Source: an optimization exercise on an open RTL-to-GDS flow (aim: small area, a short achievable clock period and few clock cycles per item). Production flows keep margins and buffers that such runs may drop.
The RTL was checked by simulation tests, not by an equivalence proof against the original design.

==> flow/design.v <==
package jdc_pkg;
  localparam int YEAR_W  = 14;
  localparam int MONTH_W = 4;
  localparam int DAY_W   = 5;
  localparam int JDN_W   = 23;
  localparam int TDATA_W = 48;
  localparam logic [22:0] JDN_EPOCH = 23'd1721119;   
  localparam logic [22:0] JDN_FIRST = 23'd1721426;   
  localparam logic [22:0] JDN_LAST  = 23'd5373484;   
  localparam logic [18:0] EST_OFS = 19'd37704;
endpackage
module jdc_ctrl (
  input  logic clk,
  input  logic rst_n,
  input  logic in_tvalid,
  input  logic out_tready,
  output logic en,
  output logic vld_out
);
  logic v1_r, v2_r, v3_r;
  assign en      = ~v3_r | out_tready;
  assign vld_out = v3_r;
  always_ff @(posedge clk) begin
    if (!rst_n) begin
      v1_r <= 1'b0;
      v2_r <= 1'b0;
      v3_r <= 1'b0;
    end else if (en) begin
      v1_r <= in_tvalid;
      v2_r <= v1_r;
      v3_r <= v2_r;
    end
  end
endmodule
module jdc_fwd (
  input  logic [13:0] year,
  input  logic [3:0]  month,
  input  logic [4:0]  day,
  output logic [13:0] y_mar,
  output logic [8:0]  tday
);
  logic       early;
  logic [8:0] tmon;
  assign early = (month <= 4'd2);
  always_comb begin
    if (year == 14'd0) y_mar = early ? 14'd0 : 14'd1;
    else               y_mar = year - {13'd0, early};
  end
  always_comb begin
    case (month)
      4'd0:  tmon = 9'd275;
      4'd1:  tmon = 9'd306;
      4'd2:  tmon = 9'd337;
      4'd3:  tmon = 9'd0;
      4'd4:  tmon = 9'd31;
      4'd5:  tmon = 9'd61;
      4'd6:  tmon = 9'd92;
      4'd7:  tmon = 9'd122;
      4'd8:  tmon = 9'd153;
      4'd9:  tmon = 9'd184;
      4'd10: tmon = 9'd214;
      4'd11: tmon = 9'd245;
      4'd12: tmon = 9'd275;
      4'd13: tmon = 9'd306;
      4'd14: tmon = 9'd337;
      default: tmon = 9'd367;
    endcase
  end
  assign tday = tmon + {4'd0, day};
endmodule
import jdc_pkg::*;
module jdc_inv_est (
  input  logic [22:0] n,
  output logic [13:0] y_est,
  output logic        err
);
  logic [16:0] sa, sb, p;
  assign err   = (n < JDN_FIRST) || (n > JDN_LAST);
  logic e_c0, e_c1, e_c2, e_c3, e_c4, e_c5, e_c6, e_c7;
  logic e_c8, e_c9, e_c10, e_c11, e_c12, e_c13, e_c14, e_c15;
  logic e_c16, e_c17, e_c18, e_c19, e_c20, e_c21, e_c22, e_c23;
  logic e_c24, e_c25, e_c26, e_c27, e_c28, e_c29, e_c30, e_c31;
  logic e_c32, e_c33, e_c34, e_c35, e_c36, e_c37, e_c38, e_c39;
  logic e_c40, e_c41, e_c42, e_c43, e_c44, e_c45, e_c46, e_c47;
  logic e_c48, e_c49, e_c50, e_c51, e_c52, e_c53, e_c54, e_c55;
  logic e_c56, e_c57, e_c58, e_s0, e_s1, e_s2, e_s3, e_s4;
  logic e_s5, e_s6, e_s7, e_s8, e_s9, e_s10, e_s11, e_s12;
  logic e_s13, e_s14, e_s15, e_s16, e_s17, e_s18, e_s19, e_s20;
  logic e_s21, e_s22, e_s23, e_s24, e_s25, e_s26, e_s27, e_s28;
  logic e_s29, e_s30, e_s31, e_s32, e_s33, e_s34, e_s35, e_s36;
  logic e_s37, e_s38, e_s39, e_s40, e_s41, e_s42, e_s43, e_s44;
  logic e_s45, e_s46, e_s47, e_s48, e_s49, e_s50, e_s51, e_s52;
  logic e_s53, e_s54, e_s55, e_s56, e_s57, e_s58;
  assign e_s0 = n[7] ^ n[9];
  assign e_c0 = n[7] & n[9];
  assign e_s1 = n[8] ^ n[10];
  assign e_c1 = n[8] & n[10];
  assign e_s2 = n[9] ^ n[11] ^ n[12];
  assign e_c2 = (n[9] & n[11]) | (n[9] & n[12]) | (n[11] & n[12]);
  assign e_s3 = n[10] ^ n[12] ^ n[13];
  assign e_c3 = (n[10] & n[12]) | (n[10] & n[13]) | (n[12] & n[13]);
  assign e_s4 = n[11] ^ n[13] ^ n[14];
  assign e_c4 = (n[11] & n[13]) | (n[11] & n[14]) | (n[13] & n[14]);
  assign e_s5 = n[12] ^ n[14];
  assign e_c5 = n[12] & n[14];
  assign e_s6 = n[6] ^ n[8] ^ n[9];
  assign e_c6 = (n[6] & n[8]) | (n[6] & n[9]) | (n[8] & n[9]);
  assign e_s7 = n[10] ^ n[12] ^ ~n[15];
  assign e_c7 = (n[10] & n[12]) | (n[10] & ~n[15]) | (n[12] & ~n[15]);
  assign e_s8 = ~n[18] ^ 1'b1;
  assign e_c8 = ~n[18] & 1'b1;
  assign e_s9 = n[11] ^ n[13] ^ ~n[16];
  assign e_c9 = (n[11] & n[13]) | (n[11] & ~n[16]) | (n[13] & ~n[16]);
  assign e_s10 = ~n[19] ^ e_c0 ^ e_s1;
  assign e_c10 = (~n[19] & e_c0) | (~n[19] & e_s1) | (e_c0 & e_s1);
  assign e_s11 = n[14] ^ ~n[17] ^ ~n[20];
  assign e_c11 = (n[14] & ~n[17]) | (n[14] & ~n[20]) | (~n[17] & ~n[20]);
  assign e_s12 = 1'b1 ^ e_c1 ^ e_s2;
  assign e_c12 = (1'b1 & e_c1) | (1'b1 & e_s2) | (e_c1 & e_s2);
  assign e_s13 = n[15] ^ ~n[18] ^ ~n[21];
  assign e_c13 = (n[15] & ~n[18]) | (n[15] & ~n[21]) | (~n[18] & ~n[21]);
  assign e_s14 = 1'b1 ^ e_c2 ^ e_s3;
  assign e_c14 = (1'b1 & e_c2) | (1'b1 & e_s3) | (e_c2 & e_s3);
  assign e_s15 = n[16] ^ ~n[19] ^ ~n[22];
  assign e_c15 = (n[16] & ~n[19]) | (n[16] & ~n[22]) | (~n[19] & ~n[22]);
  assign e_s16 = 1'b1 ^ e_c3 ^ e_s4;
  assign e_c16 = (1'b1 & e_c3) | (1'b1 & e_s4) | (e_c3 & e_s4);
  assign e_s17 = n[15] ^ n[17] ^ ~n[20];
  assign e_c17 = (n[15] & n[17]) | (n[15] & ~n[20]) | (n[17] & ~n[20]);
  assign e_s18 = 1'b1 ^ e_c4 ^ e_s5;
  assign e_c18 = (1'b1 & e_c4) | (1'b1 & e_s5) | (e_c4 & e_s5);
  assign e_s19 = n[13] ^ n[15] ^ n[16];
  assign e_c19 = (n[13] & n[15]) | (n[13] & n[16]) | (n[15] & n[16]);
  assign e_s20 = n[18] ^ ~n[21] ^ e_c5;
  assign e_c20 = (n[18] & ~n[21]) | (n[18] & e_c5) | (~n[21] & e_c5);
  assign e_s21 = n[14] ^ n[16] ^ n[17];
  assign e_c21 = (n[14] & n[16]) | (n[14] & n[17]) | (n[16] & n[17]);
  assign e_s22 = n[19] ^ ~n[22];
  assign e_c22 = n[19] & ~n[22];
  assign e_s23 = n[15] ^ n[17] ^ n[18];
  assign e_c23 = (n[15] & n[17]) | (n[15] & n[18]) | (n[17] & n[18]);
  assign e_s24 = n[20] ^ 1'b1;
  assign e_c24 = n[20] & 1'b1;
  assign e_s25 = n[16] ^ n[18] ^ n[19];
  assign e_c25 = (n[16] & n[18]) | (n[16] & n[19]) | (n[18] & n[19]);
  assign e_s26 = n[17] ^ n[19] ^ n[20];
  assign e_c26 = (n[17] & n[19]) | (n[17] & n[20]) | (n[19] & n[20]);
  assign e_s27 = n[11] ^ ~n[14];
  assign e_c27 = n[11] & ~n[14];
  assign e_s28 = e_s0 ^ e_c6 ^ e_s7;
  assign e_c28 = (e_s0 & e_c6) | (e_s0 & e_s7) | (e_c6 & e_s7);
  assign e_s29 = e_c7 ^ e_c8 ^ e_s9;
  assign e_c29 = (e_c7 & e_c8) | (e_c7 & e_s9) | (e_c8 & e_s9);
  assign e_s30 = e_c9 ^ e_c10 ^ e_s11;
  assign e_c30 = (e_c9 & e_c10) | (e_c9 & e_s11) | (e_c10 & e_s11);
  assign e_s31 = e_c11 ^ e_c12 ^ e_s13;
  assign e_c31 = (e_c11 & e_c12) | (e_c11 & e_s13) | (e_c12 & e_s13);
  assign e_s32 = e_c13 ^ e_c14 ^ e_s15;
  assign e_c32 = (e_c13 & e_c14) | (e_c13 & e_s15) | (e_c14 & e_s15);
  assign e_s33 = e_c15 ^ e_c16 ^ e_s17;
  assign e_c33 = (e_c15 & e_c16) | (e_c15 & e_s17) | (e_c16 & e_s17);
  assign e_s34 = e_c17 ^ e_c18 ^ e_s19;
  assign e_c34 = (e_c17 & e_c18) | (e_c17 & e_s19) | (e_c18 & e_s19);
  assign e_s35 = e_c19 ^ e_c20 ^ e_s21;
  assign e_c35 = (e_c19 & e_c20) | (e_c19 & e_s21) | (e_c20 & e_s21);
  assign e_s36 = e_c21 ^ e_c22 ^ e_s23;
  assign e_c36 = (e_c21 & e_c22) | (e_c21 & e_s23) | (e_c22 & e_s23);
  assign e_s37 = n[21] ^ e_c23 ^ e_c24;
  assign e_c37 = (n[21] & e_c23) | (n[21] & e_c24) | (e_c23 & e_c24);
  assign e_s38 = n[22] ^ 1'b1 ^ e_c25;
  assign e_c38 = (n[22] & 1'b1) | (n[22] & e_c25) | (1'b1 & e_c25);
  assign e_s39 = n[18] ^ n[20] ^ n[21];
  assign e_c39 = (n[18] & n[20]) | (n[18] & n[21]) | (n[20] & n[21]);
  assign e_s40 = n[19] ^ n[21] ^ n[22];
  assign e_c40 = (n[19] & n[21]) | (n[19] & n[22]) | (n[21] & n[22]);
  assign e_s41 = n[20] ^ n[22];
  assign e_c41 = n[20] & n[22];
  assign e_s42 = ~n[17] ^ e_s6;
  assign e_c42 = ~n[17] & e_s6;
  assign e_s43 = e_s8 ^ e_c27 ^ e_s28;
  assign e_c43 = (e_s8 & e_c27) | (e_s8 & e_s28) | (e_c27 & e_s28);
  assign e_s44 = e_s10 ^ e_c28 ^ e_s29;
  assign e_c44 = (e_s10 & e_c28) | (e_s10 & e_s29) | (e_c28 & e_s29);
  assign e_s45 = e_s12 ^ e_c29 ^ e_s30;
  assign e_c45 = (e_s12 & e_c29) | (e_s12 & e_s30) | (e_c29 & e_s30);
  assign e_s46 = e_s14 ^ e_c30 ^ e_s31;
  assign e_c46 = (e_s14 & e_c30) | (e_s14 & e_s31) | (e_c30 & e_s31);
  assign e_s47 = e_s16 ^ e_c31 ^ e_s32;
  assign e_c47 = (e_s16 & e_c31) | (e_s16 & e_s32) | (e_c31 & e_s32);
  assign e_s48 = e_s18 ^ e_c32 ^ e_s33;
  assign e_c48 = (e_s18 & e_c32) | (e_s18 & e_s33) | (e_c32 & e_s33);
  assign e_s49 = e_s20 ^ e_c33 ^ e_s34;
  assign e_c49 = (e_s20 & e_c33) | (e_s20 & e_s34) | (e_c33 & e_s34);
  assign e_s50 = e_s22 ^ e_c34 ^ e_s35;
  assign e_c50 = (e_s22 & e_c34) | (e_s22 & e_s35) | (e_c34 & e_s35);
  assign e_s51 = e_s24 ^ e_c35 ^ e_s36;
  assign e_c51 = (e_s24 & e_c35) | (e_s24 & e_s36) | (e_c35 & e_s36);
  assign e_s52 = e_s25 ^ e_c36 ^ e_s37;
  assign e_c52 = (e_s25 & e_c36) | (e_s25 & e_s37) | (e_c36 & e_s37);
  assign e_s53 = e_s26 ^ e_c37 ^ e_s38;
  assign e_c53 = (e_s26 & e_c37) | (e_s26 & e_s38) | (e_c37 & e_s38);
  assign e_s54 = e_c26 ^ e_c38 ^ e_s39;
  assign e_c54 = (e_c26 & e_c38) | (e_c26 & e_s39) | (e_c38 & e_s39);
  assign e_s55 = 1'b1 ^ e_c39 ^ e_s40;
  assign e_c55 = (1'b1 & e_c39) | (1'b1 & e_s40) | (e_c39 & e_s40);
  assign e_s56 = 1'b1 ^ e_c40 ^ e_s41;
  assign e_c56 = (1'b1 & e_c40) | (1'b1 & e_s41) | (e_c40 & e_s41);
  assign e_s57 = n[21] ^ e_c41;
  assign e_c57 = n[21] & e_c41;
  assign e_s58 = n[22] ^ 1'b1;
  assign e_c58 = n[22] & 1'b1;
  assign sa = {e_c57, e_c56, e_c55, e_c54, e_c53, e_c52, e_c51, e_c50, e_c49, e_c48, e_c47, e_c46, e_c45, e_c44, e_c43, e_c42, e_s27};
  assign sb = {e_s58, e_s57, e_s56, e_s55, e_s54, e_s53, e_s52, e_s51, e_s50, e_s49, e_s48, e_s47, e_s46, e_s45, e_s44, e_s43, e_s42};
  assign p     = sa + sb;
  assign y_est = p[16:3];
endmodule
module jdc_inv_mon (
  input  logic [8:0]  doy,       
  output logic [3:0]  m          
);
  always_comb begin
    if      (doy >= 9'd337) m = 4'd11;
    else if (doy >= 9'd306) m = 4'd10;
    else if (doy >= 9'd275) m = 4'd9;
    else if (doy >= 9'd245) m = 4'd8;
    else if (doy >= 9'd214) m = 4'd7;
    else if (doy >= 9'd184) m = 4'd6;
    else if (doy >= 9'd153) m = 4'd5;
    else if (doy >= 9'd122) m = 4'd4;
    else if (doy >= 9'd92)  m = 4'd3;
    else if (doy >= 9'd61)  m = 4'd2;
    else if (doy >= 9'd31)  m = 4'd1;
    else                    m = 4'd0;
  end
endmodule
module jdc_inv_dec (
  input  logic [3:0]  m,         
  input  logic [4:0]  doy_lo,    
  input  logic        corr,      
  input  logic [13:0] y_est,
  output logic [13:0] year,
  output logic [3:0]  month,
  output logic [4:0]  day
);
  logic [4:0] start;             
  logic       jf;
  assign start = (m == 4'd0)  ? 5'(9'd0)   :
                 (m == 4'd1)  ? 5'(9'd31)  :
                 (m == 4'd2)  ? 5'(9'd61)  :
                 (m == 4'd3)  ? 5'(9'd92)  :
                 (m == 4'd4)  ? 5'(9'd122) :
                 (m == 4'd5)  ? 5'(9'd153) :
                 (m == 4'd6)  ? 5'(9'd184) :
                 (m == 4'd7)  ? 5'(9'd214) :
                 (m == 4'd8)  ? 5'(9'd245) :
                 (m == 4'd9)  ? 5'(9'd275) :
                 (m == 4'd10) ? 5'(9'd306) : 5'(9'd337);
  assign jf    = (m >= 4'd10);
  assign month = jf ? (m - 4'd9) : (m + 4'd3);
  assign day   = 5'(doy_lo - start + 5'd1);
  assign year  = y_est + {12'd0, corr & jf, corr ^ jf};
endmodule
import jdc_pkg::*;
module julian_day_converter (
  input  logic                         clk,
  input  logic                         rst_n,
  input  logic                         in_tvalid,
  output logic                         in_tready,
  input  logic [jdc_pkg::TDATA_W-1:0]  in_tdata,
  input  logic                         in_tuser,
  output logic                         out_tvalid,
  input  logic                         out_tready,
  output logic [jdc_pkg::TDATA_W-1:0]  out_tdata,
  output logic                         out_tuser
);
  logic        en;
  logic [13:0] y_mar, y_est;
  logic [8:0]  tday;
  logic        err0;
  logic [13:0] x1_r;      
  logic [9:0]  z1_r;      
  logic        op1_r, err1_r;
  logic [11:0] q;
  logic [15:0] cprod, ca, cb;
  logic [7:0]  cent;
  logic        r99, leap;
  logic [22:0] p, pa, pb;
  logic [9:0]  p2_r;      
  logic [13:0] w2_r;      
  logic [7:0]  c2_r;
  logic        leap2_r, op2_r, err2_r;
  logic [22:0] g, ga, gb;
  logic [9:0]  doy_c;
  logic        corr;
  logic [8:0]  doy;
  logic [3:0]  mon;
  logic [13:0] w3_r;      
  logic [9:0]  d3_r;      
  logic        op3_r, err3_r;
  logic [13:0] year_d;
  logic [3:0]  month_d;
  logic [4:0]  day_d;
  jdc_ctrl u_ctrl (
    .clk        (clk),
    .rst_n      (rst_n),
    .in_tvalid  (in_tvalid),
    .out_tready (out_tready),
    .en         (en),
    .vld_out    (out_tvalid)
  );
  jdc_fwd u_fwd (
    .year  (in_tdata[13:0]),
    .month (in_tdata[17:14]),
    .day   (in_tdata[22:18]),
    .y_mar (y_mar),
    .tday  (tday)
  );
  jdc_inv_est u_est (
    .n     (in_tdata[45:23]),
    .y_est (y_est),
    .err   (err0)
  );
  assign in_tready = en;
  always_ff @(posedge clk) begin
    if (en) begin
      x1_r   <= in_tuser ? y_est : y_mar;
      z1_r   <= in_tuser ? ~in_tdata[32:23] : {1'b0, tday};
      op1_r  <= in_tuser;
      err1_r <= in_tuser & err0;
    end
  end
  assign q     = x1_r[13:2];
  logic q_c0, q_c1, q_c2, q_c3, q_c4, q_c5, q_c6, q_c7;
  logic q_c8, q_c9, q_c10, q_c11, q_c12, q_c13, q_c14, q_c15;
  logic q_c16, q_c17, q_c18, q_c19, q_c20, q_c21, q_c22, q_c23;
  logic q_c24, q_s0, q_s1, q_s2, q_s3, q_s4, q_s5, q_s6;
  logic q_s7, q_s8, q_s9, q_s10, q_s11, q_s12, q_s13, q_s14;
  logic q_s15, q_s16, q_s17, q_s18, q_s19, q_s20, q_s21, q_s22;
  logic q_s23, q_s24;
  assign q_s0 = q[0] ^ q[2];
  assign q_c0 = q[0] & q[2];
  assign q_s1 = q[1] ^ q[3] ^ q[6];
  assign q_c1 = (q[1] & q[3]) | (q[1] & q[6]) | (q[3] & q[6]);
  assign q_s2 = q[2] ^ q[4] ^ q[7];
  assign q_c2 = (q[2] & q[4]) | (q[2] & q[7]) | (q[4] & q[7]);
  assign q_s3 = q[3] ^ q[5] ^ q[8];
  assign q_c3 = (q[3] & q[5]) | (q[3] & q[8]) | (q[5] & q[8]);
  assign q_s4 = q[4] ^ q[6] ^ q[9];
  assign q_c4 = (q[4] & q[6]) | (q[4] & q[9]) | (q[6] & q[9]);
  assign q_s5 = q[5] ^ q[7] ^ q[10];
  assign q_c5 = (q[5] & q[7]) | (q[5] & q[10]) | (q[7] & q[10]);
  assign q_s6 = q[6] ^ q[8] ^ q[11];
  assign q_c6 = (q[6] & q[8]) | (q[6] & q[11]) | (q[8] & q[11]);
  assign q_s7 = q[7] ^ q[9];
  assign q_c7 = q[7] & q[9];
  assign q_s8 = q[8] ^ q[10];
  assign q_c8 = q[8] & q[10];
  assign q_s9 = q[9] ^ q[11];
  assign q_c9 = q[9] & q[11];
  assign q_s10 = q[2] ^ ~q[7];
  assign q_c10 = q[2] & ~q[7];
  assign q_s11 = q[0] ^ q[3] ^ ~q[8];
  assign q_c11 = (q[0] & q[3]) | (q[0] & ~q[8]) | (q[3] & ~q[8]);
  assign q_s12 = q[1] ^ q[4] ^ ~q[9];
  assign q_c12 = (q[1] & q[4]) | (q[1] & ~q[9]) | (q[4] & ~q[9]);
  assign q_s13 = q[5] ^ ~q[10] ^ q_s0;
  assign q_c13 = (q[5] & ~q[10]) | (q[5] & q_s0) | (~q[10] & q_s0);
  assign q_s14 = ~q[11] ^ q_c0 ^ q_s1;
  assign q_c14 = (~q[11] & q_c0) | (~q[11] & q_s1) | (q_c0 & q_s1);
  assign q_s15 = 1'b1 ^ q_c1 ^ q_s2;
  assign q_c15 = (1'b1 & q_c1) | (1'b1 & q_s2) | (q_c1 & q_s2);
  assign q_s16 = 1'b1 ^ q_c2 ^ q_s3;
  assign q_c16 = (1'b1 & q_c2) | (1'b1 & q_s3) | (q_c2 & q_s3);
  assign q_s17 = 1'b1 ^ q_c3 ^ q_s4;
  assign q_c17 = (1'b1 & q_c3) | (1'b1 & q_s4) | (q_c3 & q_s4);
  assign q_s18 = 1'b1 ^ q_c4 ^ q_s5;
  assign q_c18 = (1'b1 & q_c4) | (1'b1 & q_s5) | (q_c4 & q_s5);
  assign q_s19 = 1'b1 ^ q_c5 ^ q_s6;
  assign q_c19 = (1'b1 & q_c5) | (1'b1 & q_s6) | (q_c5 & q_s6);
  assign q_s20 = 1'b1 ^ q_c6 ^ q_s7;
  assign q_c20 = (1'b1 & q_c6) | (1'b1 & q_s7) | (q_c6 & q_s7);
  assign q_s21 = 1'b1 ^ q_c7 ^ q_s8;
  assign q_c21 = (1'b1 & q_c7) | (1'b1 & q_s8) | (q_c7 & q_s8);
  assign q_s22 = 1'b1 ^ q_c8 ^ q_s9;
  assign q_c22 = (1'b1 & q_c8) | (1'b1 & q_s9) | (q_c8 & q_s9);
  assign q_s23 = q[10] ^ 1'b1 ^ q_c9;
  assign q_c23 = (q[10] & 1'b1) | (q[10] & q_c9) | (1'b1 & q_c9);
  assign q_s24 = q[11] ^ 1'b1;
  assign q_c24 = q[11] & 1'b1;
  assign ca = {1'b1, q_c23, q_c22, q_c21, q_c20, q_c19, q_c18, q_c17, q_c16, q_c15, q_c14, q_c13, q_c12, q_c11, q_c10, 1'b1};
  assign cb = {q_c24, q_s24, q_s23, q_s22, q_s21, q_s20, q_s19, q_s18, q_s17, q_s16, q_s15, q_s14, q_s13, q_s12, q_s11, q_s10};
  assign cprod = ca + cb;
  assign cent  = cprod[15:8];
  assign r99   = (x1_r[1:0] == 2'b11) && (cprod[7:0] >= 8'd246);
  assign leap  = (x1_r[1:0] == 2'b11) && (!r99 || (cent[1:0] == 2'b11));
  logic f_c0, f_c1, f_c2, f_c3, f_c4, f_c5, f_c6, f_c7;
  logic f_c8, f_c9, f_c10, f_c11, f_c12, f_c13, f_c14, f_c15;
  logic f_c16, f_c17, f_c18, f_c19, f_c20, f_c21, f_c22, f_c23;
  logic f_c24, f_c25, f_c26, f_c27, f_c28, f_c29, f_c30, f_c31;
  logic f_c32, f_c33, f_c34, f_c35, f_c36, f_c37, f_c38, f_c39;
  logic f_c40, f_c41, f_c42, f_c43, f_c44, f_c45, f_c46, f_c47;
  logic f_c48, f_c49, f_c50, f_c51, f_c52, f_c53, f_c54, f_c55;
  logic f_c56, f_c57, f_c58, f_c59, f_c60, f_c61, f_c62, f_c63;
  logic f_c64, f_c65, f_c66, f_c67, f_c68, f_c69, f_c70, f_c71;
  logic f_c72, f_c73, f_s0, f_s1, f_s2, f_s3, f_s4, f_s5;
  logic f_s6, f_s7, f_s8, f_s9, f_s10, f_s11, f_s12, f_s13;
  logic f_s14, f_s15, f_s16, f_s17, f_s18, f_s19, f_s20, f_s21;
  logic f_s22, f_s23, f_s24, f_s25, f_s26, f_s27, f_s28, f_s29;
  logic f_s30, f_s31, f_s32, f_s33, f_s34, f_s35, f_s36, f_s37;
  logic f_s38, f_s39, f_s40, f_s41, f_s42, f_s43, f_s44, f_s45;
  logic f_s46, f_s47, f_s48, f_s49, f_s50, f_s51, f_s52, f_s53;
  logic f_s54, f_s55, f_s56, f_s57, f_s58, f_s59, f_s60, f_s61;
  logic f_s62, f_s63, f_s64, f_s65, f_s66, f_s67, f_s68, f_s69;
  logic f_s70, f_s71, f_s72, f_s73;
  assign f_s0 = x1_r[0] ^ x1_r[1];
  assign f_c0 = x1_r[0] & x1_r[1];
  assign f_s1 = x1_r[1] ^ x1_r[2] ^ x1_r[4];
  assign f_c1 = (x1_r[1] & x1_r[2]) | (x1_r[1] & x1_r[4]) | (x1_r[2] & x1_r[4]);
  assign f_s2 = x1_r[0] ^ x1_r[2] ^ x1_r[3];
  assign f_c2 = (x1_r[0] & x1_r[2]) | (x1_r[0] & x1_r[3]) | (x1_r[2] & x1_r[3]);
  assign f_s3 = x1_r[5] ^ x1_r[6];
  assign f_c3 = x1_r[5] & x1_r[6];
  assign f_s4 = x1_r[1] ^ x1_r[3] ^ x1_r[4];
  assign f_c4 = (x1_r[1] & x1_r[3]) | (x1_r[1] & x1_r[4]) | (x1_r[3] & x1_r[4]);
  assign f_s5 = x1_r[6] ^ x1_r[7] ^ x1_r[9];
  assign f_c5 = (x1_r[6] & x1_r[7]) | (x1_r[6] & x1_r[9]) | (x1_r[7] & x1_r[9]);
  assign f_s6 = x1_r[2] ^ x1_r[4] ^ x1_r[5];
  assign f_c6 = (x1_r[2] & x1_r[4]) | (x1_r[2] & x1_r[5]) | (x1_r[4] & x1_r[5]);
  assign f_s7 = x1_r[7] ^ x1_r[8];
  assign f_c7 = x1_r[7] & x1_r[8];
  assign f_s8 = x1_r[3] ^ x1_r[5] ^ x1_r[6];
  assign f_c8 = (x1_r[3] & x1_r[5]) | (x1_r[3] & x1_r[6]) | (x1_r[5] & x1_r[6]);
  assign f_s9 = x1_r[8] ^ x1_r[9];
  assign f_c9 = x1_r[8] & x1_r[9];
  assign f_s10 = x1_r[4] ^ x1_r[6] ^ x1_r[7];
  assign f_c10 = (x1_r[4] & x1_r[6]) | (x1_r[4] & x1_r[7]) | (x1_r[6] & x1_r[7]);
  assign f_s11 = x1_r[5] ^ x1_r[7];
  assign f_c11 = x1_r[5] & x1_r[7];
  assign f_s12 = x1_r[0] ^ x1_r[1];
  assign f_c12 = x1_r[0] & x1_r[1];
  assign f_s13 = x1_r[1] ^ x1_r[2] ^ x1_r[4];
  assign f_c13 = (x1_r[1] & x1_r[2]) | (x1_r[1] & x1_r[4]) | (x1_r[2] & x1_r[4]);
  assign f_s14 = x1_r[0] ^ x1_r[2] ^ x1_r[3];
  assign f_c14 = (x1_r[0] & x1_r[2]) | (x1_r[0] & x1_r[3]) | (x1_r[2] & x1_r[3]);
  assign f_s15 = x1_r[5] ^ x1_r[7];
  assign f_c15 = x1_r[5] & x1_r[7];
  assign f_s16 = x1_r[3] ^ x1_r[4] ^ x1_r[6];
  assign f_c16 = (x1_r[3] & x1_r[4]) | (x1_r[3] & x1_r[6]) | (x1_r[4] & x1_r[6]);
  assign f_s17 = x1_r[8] ^ z1_r[6] ^ f_s0;
  assign f_c17 = (x1_r[8] & z1_r[6]) | (x1_r[8] & f_s0) | (z1_r[6] & f_s0);
  assign f_s18 = x1_r[5] ^ x1_r[7] ^ x1_r[9];
  assign f_c18 = (x1_r[5] & x1_r[7]) | (x1_r[5] & x1_r[9]) | (x1_r[7] & x1_r[9]);
  assign f_s19 = z1_r[7] ^ f_c0 ^ f_s1;
  assign f_c19 = (z1_r[7] & f_c0) | (z1_r[7] & f_s1) | (f_c0 & f_s1);
  assign f_s20 = x1_r[8] ^ x1_r[10] ^ z1_r[8];
  assign f_c20 = (x1_r[8] & x1_r[10]) | (x1_r[8] & z1_r[8]) | (x1_r[10] & z1_r[8]);
  assign f_s21 = f_c1 ^ f_s2 ^ f_s3;
  assign f_c21 = (f_c1 & f_s2) | (f_c1 & f_s3) | (f_s2 & f_s3);
  assign f_s22 = x1_r[11] ^ z1_r[9] ^ f_c2;
  assign f_c22 = (x1_r[11] & z1_r[9]) | (x1_r[11] & f_c2) | (z1_r[9] & f_c2);
  assign f_s23 = f_c3 ^ f_s4 ^ f_s5;
  assign f_c23 = (f_c3 & f_s4) | (f_c3 & f_s5) | (f_s4 & f_s5);
  assign f_s24 = x1_r[10] ^ x1_r[12] ^ f_c4;
  assign f_c24 = (x1_r[10] & x1_r[12]) | (x1_r[10] & f_c4) | (x1_r[12] & f_c4);
  assign f_s25 = f_c5 ^ f_s6 ^ f_s7;
  assign f_c25 = (f_c5 & f_s6) | (f_c5 & f_s7) | (f_s6 & f_s7);
  assign f_s26 = x1_r[11] ^ x1_r[13] ^ f_c6;
  assign f_c26 = (x1_r[11] & x1_r[13]) | (x1_r[11] & f_c6) | (x1_r[13] & f_c6);
  assign f_s27 = f_c7 ^ f_s8 ^ f_s9;
  assign f_c27 = (f_c7 & f_s8) | (f_c7 & f_s9) | (f_s8 & f_s9);
  assign f_s28 = x1_r[9] ^ x1_r[10] ^ x1_r[12];
  assign f_c28 = (x1_r[9] & x1_r[10]) | (x1_r[9] & x1_r[12]) | (x1_r[10] & x1_r[12]);
  assign f_s29 = f_c8 ^ f_c9 ^ f_s10;
  assign f_c29 = (f_c8 & f_c9) | (f_c8 & f_s10) | (f_c9 & f_s10);
  assign f_s30 = x1_r[8] ^ x1_r[10] ^ x1_r[11];
  assign f_c30 = (x1_r[8] & x1_r[10]) | (x1_r[8] & x1_r[11]) | (x1_r[10] & x1_r[11]);
  assign f_s31 = x1_r[13] ^ f_c10 ^ f_s11;
  assign f_c31 = (x1_r[13] & f_c10) | (x1_r[13] & f_s11) | (f_c10 & f_s11);
  assign f_s32 = x1_r[6] ^ x1_r[8] ^ x1_r[9];
  assign f_c32 = (x1_r[6] & x1_r[8]) | (x1_r[6] & x1_r[9]) | (x1_r[8] & x1_r[9]);
  assign f_s33 = x1_r[11] ^ x1_r[12] ^ f_c11;
  assign f_c33 = (x1_r[11] & x1_r[12]) | (x1_r[11] & f_c11) | (x1_r[12] & f_c11);
  assign f_s34 = x1_r[7] ^ x1_r[9] ^ x1_r[10];
  assign f_c34 = (x1_r[7] & x1_r[9]) | (x1_r[7] & x1_r[10]) | (x1_r[9] & x1_r[10]);
  assign f_s35 = x1_r[12] ^ x1_r[13];
  assign f_c35 = x1_r[12] & x1_r[13];
  assign f_s36 = x1_r[8] ^ x1_r[10] ^ x1_r[11];
  assign f_c36 = (x1_r[8] & x1_r[10]) | (x1_r[8] & x1_r[11]) | (x1_r[10] & x1_r[11]);
  assign f_s37 = x1_r[0] ^ x1_r[2];
  assign f_c37 = x1_r[0] & x1_r[2];
  assign f_s38 = x1_r[3] ^ x1_r[5] ^ z1_r[3];
  assign f_c38 = (x1_r[3] & x1_r[5]) | (x1_r[3] & z1_r[3]) | (x1_r[5] & z1_r[3]);
  assign f_s39 = x1_r[6] ^ z1_r[4] ^ f_c12;
  assign f_c39 = (x1_r[6] & z1_r[4]) | (x1_r[6] & f_c12) | (z1_r[4] & f_c12);
  assign f_s40 = z1_r[5] ^ f_c13 ^ f_s14;
  assign f_c40 = (z1_r[5] & f_c13) | (z1_r[5] & f_s14) | (f_c13 & f_s14);
  assign f_s41 = f_c14 ^ f_c15 ^ f_s16;
  assign f_c41 = (f_c14 & f_c15) | (f_c14 & f_s16) | (f_c15 & f_s16);
  assign f_s42 = f_c16 ^ f_c17 ^ f_s18;
  assign f_c42 = (f_c16 & f_c17) | (f_c16 & f_s18) | (f_c17 & f_s18);
  assign f_s43 = f_c18 ^ f_c19 ^ f_s20;
  assign f_c43 = (f_c18 & f_c19) | (f_c18 & f_s20) | (f_c19 & f_s20);
  assign f_s44 = f_c20 ^ f_c21 ^ f_s22;
  assign f_c44 = (f_c20 & f_c21) | (f_c20 & f_s22) | (f_c21 & f_s22);
  assign f_s45 = f_c22 ^ f_c23 ^ f_s24;
  assign f_c45 = (f_c22 & f_c23) | (f_c22 & f_s24) | (f_c23 & f_s24);
  assign f_s46 = f_c24 ^ f_c25 ^ f_s26;
  assign f_c46 = (f_c24 & f_c25) | (f_c24 & f_s26) | (f_c25 & f_s26);
  assign f_s47 = f_c26 ^ f_c27 ^ f_s28;
  assign f_c47 = (f_c26 & f_c27) | (f_c26 & f_s28) | (f_c27 & f_s28);
  assign f_s48 = f_c28 ^ f_c29 ^ f_s30;
  assign f_c48 = (f_c28 & f_c29) | (f_c28 & f_s30) | (f_c29 & f_s30);
  assign f_s49 = f_c30 ^ f_c31 ^ f_s32;
  assign f_c49 = (f_c30 & f_c31) | (f_c30 & f_s32) | (f_c31 & f_s32);
  assign f_s50 = f_c32 ^ f_c33 ^ f_s34;
  assign f_c50 = (f_c32 & f_c33) | (f_c32 & f_s34) | (f_c33 & f_s34);
  assign f_s51 = x1_r[13] ^ f_c34 ^ f_c35;
  assign f_c51 = (x1_r[13] & f_c34) | (x1_r[13] & f_c35) | (f_c34 & f_c35);
  assign f_s52 = x1_r[9] ^ x1_r[11] ^ x1_r[12];
  assign f_c52 = (x1_r[9] & x1_r[11]) | (x1_r[9] & x1_r[12]) | (x1_r[11] & x1_r[12]);
  assign f_s53 = x1_r[10] ^ x1_r[12];
  assign f_c53 = x1_r[10] & x1_r[12];
  assign f_s54 = x1_r[0] ^ x1_r[2];
  assign f_c54 = x1_r[0] & x1_r[2];
  assign f_s55 = x1_r[1] ^ x1_r[3] ^ z1_r[1];
  assign f_c55 = (x1_r[1] & x1_r[3]) | (x1_r[1] & z1_r[1]) | (x1_r[3] & z1_r[1]);
  assign f_s56 = x1_r[4] ^ z1_r[2] ^ f_s37;
  assign f_c56 = (x1_r[4] & z1_r[2]) | (x1_r[4] & f_s37) | (z1_r[2] & f_s37);
  assign f_s57 = f_s12 ^ f_c37 ^ f_s38;
  assign f_c57 = (f_s12 & f_c37) | (f_s12 & f_s38) | (f_c37 & f_s38);
  assign f_s58 = f_s13 ^ f_c38 ^ f_s39;
  assign f_c58 = (f_s13 & f_c38) | (f_s13 & f_s39) | (f_c38 & f_s39);
  assign f_s59 = f_s15 ^ f_c39 ^ f_s40;
  assign f_c59 = (f_s15 & f_c39) | (f_s15 & f_s40) | (f_c39 & f_s40);
  assign f_s60 = f_s17 ^ f_c40 ^ f_s41;
  assign f_c60 = (f_s17 & f_c40) | (f_s17 & f_s41) | (f_c40 & f_s41);
  assign f_s61 = f_s19 ^ f_c41 ^ f_s42;
  assign f_c61 = (f_s19 & f_c41) | (f_s19 & f_s42) | (f_c41 & f_s42);
  assign f_s62 = f_s21 ^ f_c42 ^ f_s43;
  assign f_c62 = (f_s21 & f_c42) | (f_s21 & f_s43) | (f_c42 & f_s43);
  assign f_s63 = f_s23 ^ f_c43 ^ f_s44;
  assign f_c63 = (f_s23 & f_c43) | (f_s23 & f_s44) | (f_c43 & f_s44);
  assign f_s64 = f_s25 ^ f_c44 ^ f_s45;
  assign f_c64 = (f_s25 & f_c44) | (f_s25 & f_s45) | (f_c44 & f_s45);
  assign f_s65 = f_s27 ^ f_c45 ^ f_s46;
  assign f_c65 = (f_s27 & f_c45) | (f_s27 & f_s46) | (f_c45 & f_s46);
  assign f_s66 = f_s29 ^ f_c46 ^ f_s47;
  assign f_c66 = (f_s29 & f_c46) | (f_s29 & f_s47) | (f_c46 & f_s47);
  assign f_s67 = f_s31 ^ f_c47 ^ f_s48;
  assign f_c67 = (f_s31 & f_c47) | (f_s31 & f_s48) | (f_c47 & f_s48);
  assign f_s68 = f_s33 ^ f_c48 ^ f_s49;
  assign f_c68 = (f_s33 & f_c48) | (f_s33 & f_s49) | (f_c48 & f_s49);
  assign f_s69 = f_s35 ^ f_c49 ^ f_s50;
  assign f_c69 = (f_s35 & f_c49) | (f_s35 & f_s50) | (f_c49 & f_s50);
  assign f_s70 = f_s36 ^ f_c50 ^ f_s51;
  assign f_c70 = (f_s36 & f_c50) | (f_s36 & f_s51) | (f_c50 & f_s51);
  assign f_s71 = f_c36 ^ f_c51 ^ f_s52;
  assign f_c71 = (f_c36 & f_c51) | (f_c36 & f_s52) | (f_c51 & f_s52);
  assign f_s72 = x1_r[13] ^ f_c52 ^ f_s53;
  assign f_c72 = (x1_r[13] & f_c52) | (x1_r[13] & f_s53) | (f_c52 & f_s53);
  assign f_s73 = x1_r[11] ^ x1_r[13] ^ f_c53;
  assign f_c73 = (x1_r[11] & x1_r[13]) | (x1_r[11] & f_c53) | (x1_r[13] & f_c53);
  assign pa = {1'b0, x1_r[13], x1_r[12], f_c72, f_c71, f_c70, f_c69, f_c68, f_c67, f_c66, f_c65, f_c64, f_c63, f_c62, f_c61, f_c60, f_c59, f_c58, f_c57, f_c56, f_c55, f_c54, z1_r[0]};
  assign pb = {1'b0, 1'b0, f_c73, f_s73, f_s72, f_s71, f_s70, f_s69, f_s68, f_s67, f_s66, f_s65, f_s64, f_s63, f_s62, f_s61, f_s60, f_s59, f_s58, f_s57, f_s56, f_s55, f_s54};
  assign p = pa + pb;
  always_ff @(posedge clk) begin
    if (en) begin
      p2_r    <= p[9:0];
      w2_r    <= op1_r ? x1_r : {1'b0, p[22:10]};
      c2_r    <= cent;
      leap2_r <= leap;
      op2_r   <= op1_r;
      err2_r  <= err1_r;
    end
  end
  logic g_c0, g_c1, g_c2, g_c3, g_c4, g_c5, g_c6, g_c7;
  logic g_c8, g_c9, g_c10, g_c11, g_c12, g_c13, g_s0, g_s1;
  logic g_s2, g_s3, g_s4, g_s5, g_s6, g_s7, g_s8, g_s9;
  logic g_s10, g_s11, g_s12, g_s13;
  assign g_s0 = p2_r[0] ^ ~c2_r[0];
  assign g_c0 = p2_r[0] & ~c2_r[0];
  assign g_s1 = p2_r[1] ^ ~c2_r[1];
  assign g_c1 = p2_r[1] & ~c2_r[1];
  assign g_s2 = p2_r[2] ^ ~c2_r[2];
  assign g_c2 = p2_r[2] & ~c2_r[2];
  assign g_s3 = p2_r[3] ^ ~c2_r[3];
  assign g_c3 = p2_r[3] & ~c2_r[3];
  assign g_s4 = p2_r[4] ^ ~c2_r[4];
  assign g_c4 = p2_r[4] & ~c2_r[4];
  assign g_s5 = p2_r[5] ^ ~c2_r[5] ^ c2_r[7];
  assign g_c5 = (p2_r[5] & ~c2_r[5]) | (p2_r[5] & c2_r[7]) | (~c2_r[5] & c2_r[7]);
  assign g_s6 = c2_r[2] ^ op2_r;
  assign g_c6 = c2_r[2] & op2_r;
  assign g_s7 = c2_r[3] ^ g_c0 ^ g_s1;
  assign g_c7 = (c2_r[3] & g_c0) | (c2_r[3] & g_s1) | (g_c0 & g_s1);
  assign g_s8 = c2_r[4] ^ g_c1 ^ g_s2;
  assign g_c8 = (c2_r[4] & g_c1) | (c2_r[4] & g_s2) | (g_c1 & g_s2);
  assign g_s9 = c2_r[5] ^ g_c2 ^ g_s3;
  assign g_c9 = (c2_r[5] & g_c2) | (c2_r[5] & g_s3) | (g_c2 & g_s3);
  assign g_s10 = c2_r[6] ^ g_c3 ^ g_s4;
  assign g_c10 = (c2_r[6] & g_c3) | (c2_r[6] & g_s4) | (g_c3 & g_s4);
  assign g_s11 = 1'b1 ^ g_c4 ^ g_s5;
  assign g_c11 = (1'b1 & g_c4) | (1'b1 & g_s5) | (g_c4 & g_s5);
  assign g_s12 = p2_r[6] ^ ~c2_r[6] ^ g_c5;
  assign g_c12 = (p2_r[6] & ~c2_r[6]) | (p2_r[6] & g_c5) | (~c2_r[6] & g_c5);
  assign g_s13 = p2_r[7] ^ ~c2_r[7];
  assign g_c13 = p2_r[7] & ~c2_r[7];
  assign ga = {w2_r[12], w2_r[11], w2_r[10], w2_r[9], w2_r[8], w2_r[7], w2_r[6], w2_r[5], w2_r[4], w2_r[3], w2_r[2], w2_r[1], w2_r[0], p2_r[9], p2_r[8], g_c12, g_c11, g_c10, g_c9, g_c8, g_c7, g_c6, g_s0};
  assign gb = {1'b0, 1'b0, 1'b1, 1'b1, 1'b0, 1'b1, 1'b0, 1'b0, 1'b1, 1'b0, 1'b0, 1'b0, 1'b0, 1'b1, g_c13, g_s13, g_s12, g_s11, g_s10, g_s9, g_s8, g_s7, g_s6};
  assign g     = ga + gb;
  assign doy_c = ~g[9:0];
  assign corr  = leap2_r ? (doy_c >= 10'd366) : (doy_c >= 10'd365);
  assign doy   = corr ? 9'(doy_c - (leap2_r ? 10'd366 : 10'd365)) : doy_c[8:0];
  jdc_inv_mon u_mon (
    .doy (doy),
    .m   (mon)
  );
  always_ff @(posedge clk) begin
    if (en) begin
      w3_r   <= op2_r ? w2_r : {1'b0, g[22:10]};
      d3_r   <= op2_r ? {corr, mon, doy[4:0]} : g[9:0];
      op3_r  <= op2_r;
      err3_r <= err2_r;
    end
  end
  jdc_inv_dec u_dec (
    .m      (d3_r[8:5]),
    .doy_lo (d3_r[4:0]),
    .corr   (d3_r[9]),
    .y_est  (w3_r),
    .year   (year_d),
    .month  (month_d),
    .day    (day_d)
  );
  always_comb begin
    out_tdata = '0;
    out_tuser = 1'b0;
    if (!op3_r) begin
      out_tdata[22:0] = {w3_r[12:0], d3_r};
    end else if (err3_r) begin
      out_tuser = 1'b1;
    end else begin
      out_tdata[36:23] = year_d;
      out_tdata[40:37] = month_d;
      out_tdata[45:41] = day_d;
    end
  end
endmodule
==> flow/flow/run.sh <==
#!/bin/bash
# Standard layout with two changes:
# - port buffers are buf_1 instead of the flow's default pick, a slow delay
#   cell; every port still gets its buffer;
# - after the standard synthesis, flow/invopt.py chooses the output polarity
#   of each full-adder cell (a full adder is self-dual) so that fewer
#   inverters are needed between adder cells. Registers, ports and all other
#   cells are left as the standard synthesis made them.
set -euo pipefail
cp standard.sh standard_sh.txt
export BUFFER_PORTS_ARGS="-buffer_cell sky130_fd_sc_hd__buf_1"
R=orfs/results/sky130hd/julian_day_converter/base
bash standard.sh synth > standard_synth.log 2>&1
cp $R/1_2_yosys.v yosys_netlist_standard.v
python3 flow/invopt.py yosys_netlist_standard.v $R/1_2_yosys.v > invopt.log 2>&1
touch $R/1_2_yosys.v
bash standard.sh > standard.log 2>&1
==> flow/flow/invopt.py <==
#!/usr/bin/env python3
"""Full-adder polarity pass on a mapped sky130hd netlist.

A full adder is self-dual: fa(~a, ~b, ~c) = ~fa(a, b, c) for both outputs.
Yosys's adder extraction leaves many inverters between adder cells. This pass
treats every inverter as a free negation, chooses for each fa cell whether it
computes the true or the complemented outputs, and then puts back one inverter
per net whose complement is still needed. Registers, ports and every other cell
are untouched; inverters that drive a port are kept.
usage: invopt.py IN.v OUT.v
"""
import re, sys

OUTPINS = {"X", "Y", "Q", "Q_N", "SUM", "COUT", "HI", "LO"}
src = open(sys.argv[1]).read()

inst_re = re.compile(r"^(\s*)(sky130_fd_sc_hd__\w+)\s+(\\\S+\s|\S+)\s*\((.*?)\);\n", re.S | re.M)
pin_re = re.compile(r"\.(\w+)\(\s*(\\\S+\s|[^()\s]+)\s*\)")

def norm(n):
    return n.strip()

# module ports
m = re.search(r"module\s+\w+\s*\((.*?)\);", src, re.S)
ports_out = set()
for d in re.finditer(r"^\s*output\s+(?:\[[^\]]*\]\s*)?(.*?);", src, re.M):
    pass
# output port nets: declared "output [..] name;" -> bits used as name[i] or name
outdecl = {}
for d in re.finditer(r"^\s*output\s+(\[(\d+):(\d+)\]\s*)?(\\\S+\s|\w+)\s*;", src, re.M):
    name = norm(d.group(4))
    outdecl[name] = (int(d.group(2)), int(d.group(3))) if d.group(1) else None

def is_out_port(net):
    base = re.sub(r"\[\d+\]$", "", net)
    return base in outdecl

insts = []
for mo in inst_re.finditer(src):
    typ, name, body = mo.group(2), norm(mo.group(3)), mo.group(4)
    pins = [(p, norm(n)) for p, n in pin_re.findall(body)]
    insts.append(dict(typ=typ, name=name, pins=pins, span=mo.span(), indent=mo.group(1)))

is_inv = lambda t: re.match(r"sky130_fd_sc_hd__(clk)?inv_\d+$", t) is not None
drv_inv = {}   # net Y -> net A for removable inverters
keep = set()
for i in insts:
    if is_inv(i["typ"]):
        d = dict(i["pins"])
        if is_out_port(d["Y"]):
            keep.add(i["name"])
        else:
            drv_inv[d["Y"]] = d["A"]

def resolve(net):
    par = 0
    while net in drv_inv:
        net = drv_inv[net]; par ^= 1
    return net, par

fa = [i for i in insts if i["typ"].startswith("sky130_fd_sc_hd__fa_")]
fa_idx = {i["name"]: k for k, i in enumerate(fa)}
out_of = {}   # base net -> fa index driving it
for k, i in enumerate(fa):
    for p, n in i["pins"]:
        if p in ("SUM", "COUT"):
            out_of[n] = k

# consumers: list of (inst index or None, pin, base net, parity)
cons = []
for i in insts:
    if is_inv(i["typ"]) and i["name"] not in keep:
        continue
    for p, n in i["pins"]:
        if p in OUTPINS:
            continue
        b, par = resolve(n)
        cons.append([i, p, b, par])
flip = [0] * len(fa)
by_net = {}
for c in cons:
    by_net.setdefault(c[2], []).append(c)
fa_in = {k: [] for k in range(len(fa))}
for c in cons:
    if c[0]["name"] in fa_idx:
        fa_in[fa_idx[c[0]["name"]]].append(c)

def need(c):
    b = c[2]
    ph = flip[out_of[b]] if b in out_of else 0
    f = flip[fa_idx[c[0]["name"]]] if c[0]["name"] in fa_idx else 0
    return c[3] ^ ph ^ f

def netcost(b):
    return 1 if any(need(c) for c in by_net.get(b, [])) else 0

def affected(k):
    nets = {c[2] for c in fa_in[k]}
    for p, n in fa[k]["pins"]:
        if p in ("SUM", "COUT"):
            nets.add(n)
    return nets

before = sum(netcost(b) for b in by_net)
improved = True
rounds = 0
while improved and rounds < 50:
    improved = False; rounds += 1
    for k in range(len(fa)):
        nets = affected(k)
        c0 = sum(netcost(b) for b in nets)
        flip[k] ^= 1
        c1 = sum(netcost(b) for b in nets)
        if c1 < c0:
            improved = True
        else:
            flip[k] ^= 1
after = sum(netcost(b) for b in by_net)
sys.stderr.write(f"inverters: {len(drv_inv)} removable, nets needing one before {before}, after {after}, fa flipped {sum(flip)}\n")

# rebuild
neg_name = {}
newwires = []
newinsts = []
def negnet(b):
    if b not in neg_name:
        k = len(neg_name)
        neg_name[b] = f"_invopt_n{k}_"
        newwires.append(neg_name[b])
        bn = b + " " if b.startswith("\\") else b
        newinsts.append(f"  sky130_fd_sc_hd__inv_1 _invopt_i{k}_ (\n    .A({bn}),\n    .Y({neg_name[b]})\n  );\n")
    return neg_name[b]

repl = {}
for c in cons:
    b = c[2]
    n = negnet(b) if need(c) else b
    repl[(c[0]["name"], c[1])] = n
out = []
pos = 0
for i in insts:
    s, e = i["span"]
    out.append(src[pos:s]); pos = e
    if is_inv(i["typ"]) and i["name"] not in keep:
        continue
    nm = i["name"] + " " if i["name"].startswith("\\") else i["name"]
    pl = []
    for p, n in i["pins"]:
        nn = repl.get((i["name"], p), n)
        if nn.startswith("\\"):
            nn += " "
        pl.append(f"    .{p}({nn})")
    out.append(f"{i['indent']}{i['typ']} {nm} (\n" + ",\n".join(pl) + "\n  );\n")
out.append(src[pos:])
txt = "".join(out)
# declare new wires and add new inverters before endmodule
idx = txt.rindex("endmodule")
decl = "".join(f"  wire {w};\n" for w in newwires)
txt = txt[:idx] + decl + "".join(newinsts) + txt[idx:]
open(sys.argv[2], "w").write(txt)
==> flow/standard.sh <==
#!/bin/bash
# synth_recipe.tcl (not shown) runs the flow's synth.tcl, then flattens the netlist and writes it again
# the make line also repeats each setting of config.mk as NAME=value (left out here)
make -C /OpenROAD-flow-scripts/flow DESIGN_CONFIG=/design/flow/config.mk WORK_HOME=/design/flow/orfs CLKGATE_MAP_FILE= SYNTH_SCRIPT=/design/flow/synth_recipe.tcl "${@:-finish}"
==> flow/config.mk <==
export PLATFORM = sky130hd
export DESIGN_NAME = julian_day_converter
export DESIGN_NICKNAME = julian_day_converter
export VERILOG_FILES = /design/flow/design.v
export SDC_FILE = /design/flow/constraint.sdc
export NUM_CORES = 4
export LEC_CHECK = 0
export CAP_MARGIN = 20
export CORE_MARGIN = 2
export CORE_UTILIZATION = 40
export SETUP_SLACK_MARGIN = 2.0
export SLEW_MARGIN = 20
==> flow/constraint.sdc <==
create_clock -name core_clock -period 6.0 [get_ports {clk}]
set_input_delay 1.2000 -clock core_clock [delete_from_list [all_inputs] [get_ports {clk}]]
set_output_delay 1.2000 -clock core_clock [all_outputs]
set_load 0.01 [all_outputs]
==> impl.org, run 1 <==
** Outcome
- The run finished with no timing, DRC or antenna violations.

** Floorplanning
- The floorplan has 63 rows.
- In this run the standard cell core region covers 0.0295 mm^2.
- In this run the count of I/O pins placed on the die edge is 104.
- Die Outline Area :: 0.0312 mm^2
- The floorplan step set the die width to 177 um.
- Die extent in y :: 177 um
- For this configuration, the core starts out at a cell density of 40.4%.

** Detailed routing
- Number of remaining DRC errors :: 0
- After detailed routing, the average wire length per cell comes to 16.4 um.
- Overall via count from detail_route :: 9590
- Number of search-and-repair iterations in the first detailed-routing pass :: 7
- In this run, the number of DRC markers left after iteration 0 of detailed routing was 537.
- In the routed layout, each cell is associated on average with a via count of 5.25.
- Post-detailed-routing wire length :: 29.9 mm
- The detail route stage leaves a number of antenna-violating nets equal to 0.

** STA
- Unrepaired setup endpoints after global routing :: yes
- Fmax achieved :: 0.206 GHz
- The worst path needs 4.85 ns of the cycle, external delays included.
- Final Cycle Share :: 80.8%
- Final setup violation count :: 0
- Final WS setup :: 1.15 ns
- On the final layout, the worst clock skew is 0.00854 ns.
- Worst slew margin :: 38.0%
- Max Transition Viols Final :: 0
- Minimum hold slack :: 0.427 ns
- The final-report hold violation count is 0.
- Slew @ Worst Pin :: 0.931 ns
- Setup total negative slack on the finished layout was measured at 0 ns.

** CTS
- Maximum clock insertion buffer count :: 2
- Source-to-sink clock delay at the later pin of the worst-skew pair :: 0.36 ns
- Worst-path clk slew :: 0.07 ns
- Number of hold buffers added after CTS :: 0
- Total CTS buffers :: 9
- TritonCTS built the clock tree.
- The clock tree synthesis step divided the H-tree into 3 levels.
- In this run the clock root is driven by a sky130_fd_sc_hd__clkbuf_16.
- The clock net in this run drives a total of 90 sinks.

** Worst setup path
- For the worst setup path, the data required time is 6.11 ns.
- STA classifies the critical path startpoint as an input port.
- Type of the setup path with the least slack :: in -> reg
- At the worst endpoint, the arrival time is 4.95 ns.
- Crit. End Element :: flip-flop
- Along the worst path, the maximum fanout reaches 4.

** Final layout
- In the final design database the tool counted 1742 nets.
- Post-route standard cell area excluding fillers :: 0.0151 mm^2
- The number of antenna diodes in the final layout is 0.
- Storage cell area :: 0.00267 mm^2
- Area Growth Syn to Fin :: 26.6%
- FILL cells :: 2704
- Summing all multi-input logic gate instances after layout gives 0.00970 mm^2.
- Of the cells placed in the final design, the portion with a size suffix greater than 1 is 26.0%.

** GRT
- Maximum number of pins on one net before global-route repair :: 62
- Initial antenna violation count :: 0
- The via count of the first global-routing pass was 9770.
- Global routing consumed, over all layers together, 19.1% of the routing resources.
- Global-route wire length before repair :: 47.7 mm
- After global routing the overflow that remains totals 0.

** Placement
- After detailed placement, the total cell area comes to 0.0129 mm^2.
- Sum of net half-perimeters after detailed placement :: 22.4 mm
- Post-placement setup slack :: 0.631 ns
- GPL Wtd Cong :: 0.893
- Port-buffer cells :: 99

** Synthesis
- Yosys printed 4 warnings.
- The mapped netlist covers 0.0119 mm^2.
- Mean area per synthesized cell :: 9.75 um^2
- Count of mapped cells out of synthesis :: 1223

** Job
- # Max-Cap Violations :: 0

** Worst hold path
- Hold crit path type :: reg -> reg
[cells in the final DEF, fill, tap and decap left out, drive strengths merged, types with 12 or more instances in the layout]
cell and count:
xor2 42, buf 224, a31oi 12, edfxtp 87
nor3 26, a21oi 70, inv 124, fa 123
and3 13, ha 134, clkbuf 12, nor2 104
nand2b 12, nand3 21, or3 15, nor2b 32
xnor2 52, nand2 71, o21ai 65, and2 15
a21o 20
[worst paths after layout]
| path | slack (ns) | depth (start not counted) | start | end |
|---|---|---|---|---|
| worst max-delay path | 1.15 | 15 | in_tdata[33] | x1_r[12] |
| worst min-delay path | 0.43 | 0 | err2_r | err3_r |
| worst max register to register | 1.42 | 15 | x1_r[6] | w2_r[9] |
| worst min register to register | 0.43 | 0 | err2_r | err3_r |
[flip-flops by register name (all words and copies together), names as in the netlist, 8 cells and up]
name	cells
w2_r	14
w3_r	14
x1_r	14
d3_r	10
p2_r	10
z1_r	10
c2_r	8
[layout make-up]
cell class | count | area share [%]
Multi-Input combinational cell | 983 | 64.2
Sequential cell | 90 | 17.7
Timing Repair Buffer | 226 | 9.75
Tap cell | 390 | 3.23
Inverter | 122 | 3.11
Clock buffer | 10 | 1.52
Clock inverter | 6 | 0.472
[critical path: stages]
cell and delay (ns):
sky130_fd_sc_hd__buf_8 0.10, sky130_fd_sc_hd__fa_1 0.55, sky130_fd_sc_hd__fa_1 0.45, sky130_fd_sc_hd__fa_1 0.50, sky130_fd_sc_hd__ha_1 0.30, sky130_fd_sc_hd__a31o_2 0.24, sky130_fd_sc_hd__a21o_1 0.18, sky130_fd_sc_hd__a21oi_2 0.16
sky130_fd_sc_hd__o21ai_2 0.08, sky130_fd_sc_hd__o211ai_1 0.24, sky130_fd_sc_hd__a31oi_1 0.14, sky130_fd_sc_hd__a21o_1 0.19, sky130_fd_sc_hd__a21o_1 0.21, sky130_fd_sc_hd__buf_4 0.14, sky130_fd_sc_hd__o31a_1 0.25
[per-layer routing]
metal / vias up / share of wire, % / GRT usage, %
li1: 4702 / - / -
met1: 4656 / 44 / 23.6
met2: 196 / 51 / 34.7
met3: 36 / 3.1 / 2.17
met4: 0 / 2.3 / 5.68
met5: - / 0 / 0
[per-stage QoR]
step	std cells	utilization, %
4_1_cts	1791	48.5
6_report	1827	51.2
2_1_floorplan	1224	-
3_5_place_dp	1691	43.8
5_1_grt	1827	51.2
3_3_place_gp	1691	43.8
[timing repair]
| item | in CTS | in global routing |
|---|---|---|
| buffers inserted | 84 | 36 |
| setup endpoints to repair | 48 | 49 |
| resized for setup | 119 | 123 |
| pin swaps | 80 | 100 |
Testbench counts, summed over its fixed seeds: cycles 8,024, items 8,000.
==> inputs of run 2 (changes only) <==
--- a/flow/config.mk
+++ b/flow/config.mk
@@ -8,5 +8,4 @@
 export CAP_MARGIN = 20
 export CORE_MARGIN = 2
 export CORE_UTILIZATION = 40
-export SETUP_SLACK_MARGIN = 2.0
 export SLEW_MARGIN = 20
==> impl.org, run 2 <==
** Detailed routing
- After detailed routing, the average wire length per cell comes to 15.7 um.
- Dividing the detail-routed via count by the number of cells gives 5.21.
- Post-detailed-routing wire length :: 26.8 mm
- After detailed routing, the number of remaining DRC violations is 0.
- Overall via count from detail_route :: 8903
- Antenna Nets Post-Route :: 0
- The pre-antenna-repair detailed-routing pass consisted of 5 iterations.
- DRC violation total after the first TritonRoute iteration :: 482

** Worst setup path
- The setup check on the worst reg-to-reg path leaves a slack of 0.77 ns.
- On the worst path, the slowest cell contributes a delay of 0.53 ns.
- Counting both buffers and inverters, the worst setup path holds a total of 1.
- For the worst flop-to-flop path, the logic depth is 13.
- STA puts the critical path data arrival time at 5.35 ns.
- Crit-path cells :: buf_1 -> fa_1 -> fa_1 -> fa_1 -> ha_1 -> a31o_2 -> a21o_1 -> a21oi_1 -> o21ai_0 -> o211ai_1 -> a31oi_1 -> a21o_1 -> a21o_1 -> a21oi_1 -> xnor2_1 -> o22ai_1
- Data on the critical path is required at its endpoint by 6.08 ns.
- In this run the worst path has a maximum fanout of 5.
- The critical path in this run is classified as in -> reg.
- Critical Path Slowest Stage Cell :: sky130_fd_sc_hd__fa_1
- In this run the number of cells on the critical path is 16.
- Crit path launch type :: input port
- Crit. End Element :: flip-flop
- Family with the most delay on the worst path :: compound AO/OA/AOI/OAI gates

** Placement
- The count of buffers added on input and output ports is 99.
- The HPWL after detailed placement is 22.4 mm.
- Placement Cell Area :: 0.0127 mm^2
- Routability-driven placement finished with a final weighted congestion of 0.884.

** Floorplanning
- Once the floorplan was initialized, standard cells occupied 40.4% of the core.
- The die is 177 um tall.
- The floorplan has 63 rows.
- Die Outline Area :: 0.0312 mm^2
- For this design the top-level I/O count stands at 104.
- The core region is 0.0295 mm^2.
- In this run the horizontal extent of the chip is 177 um.

** Final layout
- Leading cell type in the layout, fill and taps excluded :: sky130_fd_sc_hd__ha_1
- FILL cells :: 2910
- Diode insertion count for antenna repair :: 0
- The largest registers in the layout are w2_r x14, w3_r x14, x1_r x14.
- Area used by multi-input combinational logic :: 0.00867 mm^2
- Commonest cells after routing, fill and taps aside :: sky130_fd_sc_hd__ha_1, sky130_fd_sc_hd__fa_1, sky130_fd_sc_hd__inv_1
- The sequential cells in the finished layout cover a total of 0.00267 mm^2.
- The finished cells cover 0.0130 mm^2.
- Share of cells above drive strength 1 :: 4.39%
- From synthesis to final layout, the design area changed by 9.31%.
- For this run, the post-layout net count is 1625.

** Job
- # Max-Cap Violations :: 0

** STA
- Dividing the final minimum period by the clock period gives 87.8%.
- For the pin with the worst max-slew slack, the measured transition is 0.843 ns.
- Final setup violation count :: 0
- The clock arrives with 0.0122 ns of skew.
- Counting I/O delays and the setup requirement, the final critical path takes 5.27 ns.
- Headroom to the max-slew limit came out at 43.8%.
- Unrepaired setup endpoints after global routing :: no
- Based on the critical path, the design can be clocked at up to 0.190 GHz.
- Endpoints failing hold :: 0
- Summed over all failing endpoints, the final setup total negative slack is 0 ns.
- Max Transition Viols Final :: 0

** CTS
- Post-cts repair resize count :: 0
- Sink Count :: 90
- TritonCTS built the clock tree.
- Maximum clock insertion buffer count :: 2
- Clock tree synthesis inserted a total of 9 buffers.
- The number of setup buffers added after CTS is 0.
- Worst-path clk slew :: 0.07 ns
- CTS H-tree lvls :: 3
- Clock tree synthesis selected as its root buffer the cell sky130_fd_sc_hd__clkbuf_16.
- The number of hold buffers added after CTS was 0.
- Source-to-sink clock delay at the later pin of the worst-skew pair :: 0.36 ns

** Worst hold path
- Hold crit path type :: reg -> reg
- Cell depth of the worst hold path :: 0

** GRT
- Global routing used 2.32% of the available met3 tracks.
- Overall fraction of global-route tracks in use :: 18.1%
- The via count of the first global-routing pass was 9113.
- Met2 capacity usage during global routing :: 31.5%
- The total overflow left after global routing is 0.
- Busiest grt layer :: met2
- Maximum number of pins on one net before global-route repair :: 61
- Met1 Track Usage GR :: 23.2%
- The first global-routing pass estimated 45.0 mm of wire.
- Initial antenna violation count :: 0

** Outcome
- The run finished with no timing, DRC or antenna violations.

** Synthesis
- Syn. warnings :: 4
- A synthesized cell averages 9.75 um^2.
- In this run the cell area of the synthesized design comes to 0.0119 mm^2.
- Synthesis produced a netlist whose cell count is 1223.
## run 2: cell type report
class | count | area share (%)
multi-input cells | 983 | 66.5
flip-flops and latches | 90 | 20.5
well taps | 390 | 3.74
inverters | 122 | 3.52
repair buffers | 109 | 3.43
clock buffers | 10 | 1.76
clock inverters | 6 | 0.557
## run 2: final timing paths
| path | startpoint | endpoint |
|---|---|---|
| setup / recovery | in_tdata[35] | x1_r[13] |
| hold / removal | err2_r | err3_r |
| setup reg to reg | x1_r[3] | w2_r[11] |
| hold reg to reg | err2_r | err3_r |
## run 2: routing by layer
layer / routed length (um) / vias to the layer above
met5: 0 / -
met4: 715 / 0
met3: 882 / 35
met2: 13100 / 176
met1: 12200 / 4230
li1: - / 4462
## run 2: metrics by stage
stage / setup WS, ns / util (%) / hold slack [ns] / std cells
after CTS: 0.714 / 44.2 / 0.425 / 1710
after floorplan: 0.884 / - / 0.400 / 1224
after global placement: 0.386 / 43.2 / 0.409 / 1694
after global routing: 0.416 / 44.2 / 0.431 / 1710
after detailed placement: 0.326 / 43.2 / 0.407 / 1694
final: 0.731 / 44.2 / 0.423 / 1710

==> static timing again, ports no longer ideal <==
The results above use ideal ports. As a check the final layouts listed here were re-extracted and re-timed, cells and wires unchanged.
Step 1 assumes that a clkbuf_16 drives the clock port and a buf_2 every other input.
Step 2, shift: input delay + t, output delay - t, t = (earliest + latest rising clock arrival at the registers) / 2. This alone moves slack from input paths to output paths.
Three values: ideal ports, drivers, drivers and shift; two values: the first two.
| run | t, ns | slack for setup (ns) | hold slack, ns |
|---|---|---|---|
| run 1 | 0.403 | 1.152 / 1.165 / 0.761 | 0.427 / 0.427 / 0.427 |
| run 2 | 0.404 | 0.731 / 0.758 / 0.354 | 0.423 / 0.423 / 0.423 |
After both steps setup and hold are still met in every run listed. For run 1, which loses most, drivers alone change the setup slack by +0.013 ns; drivers and shift together by -0.391 ns.
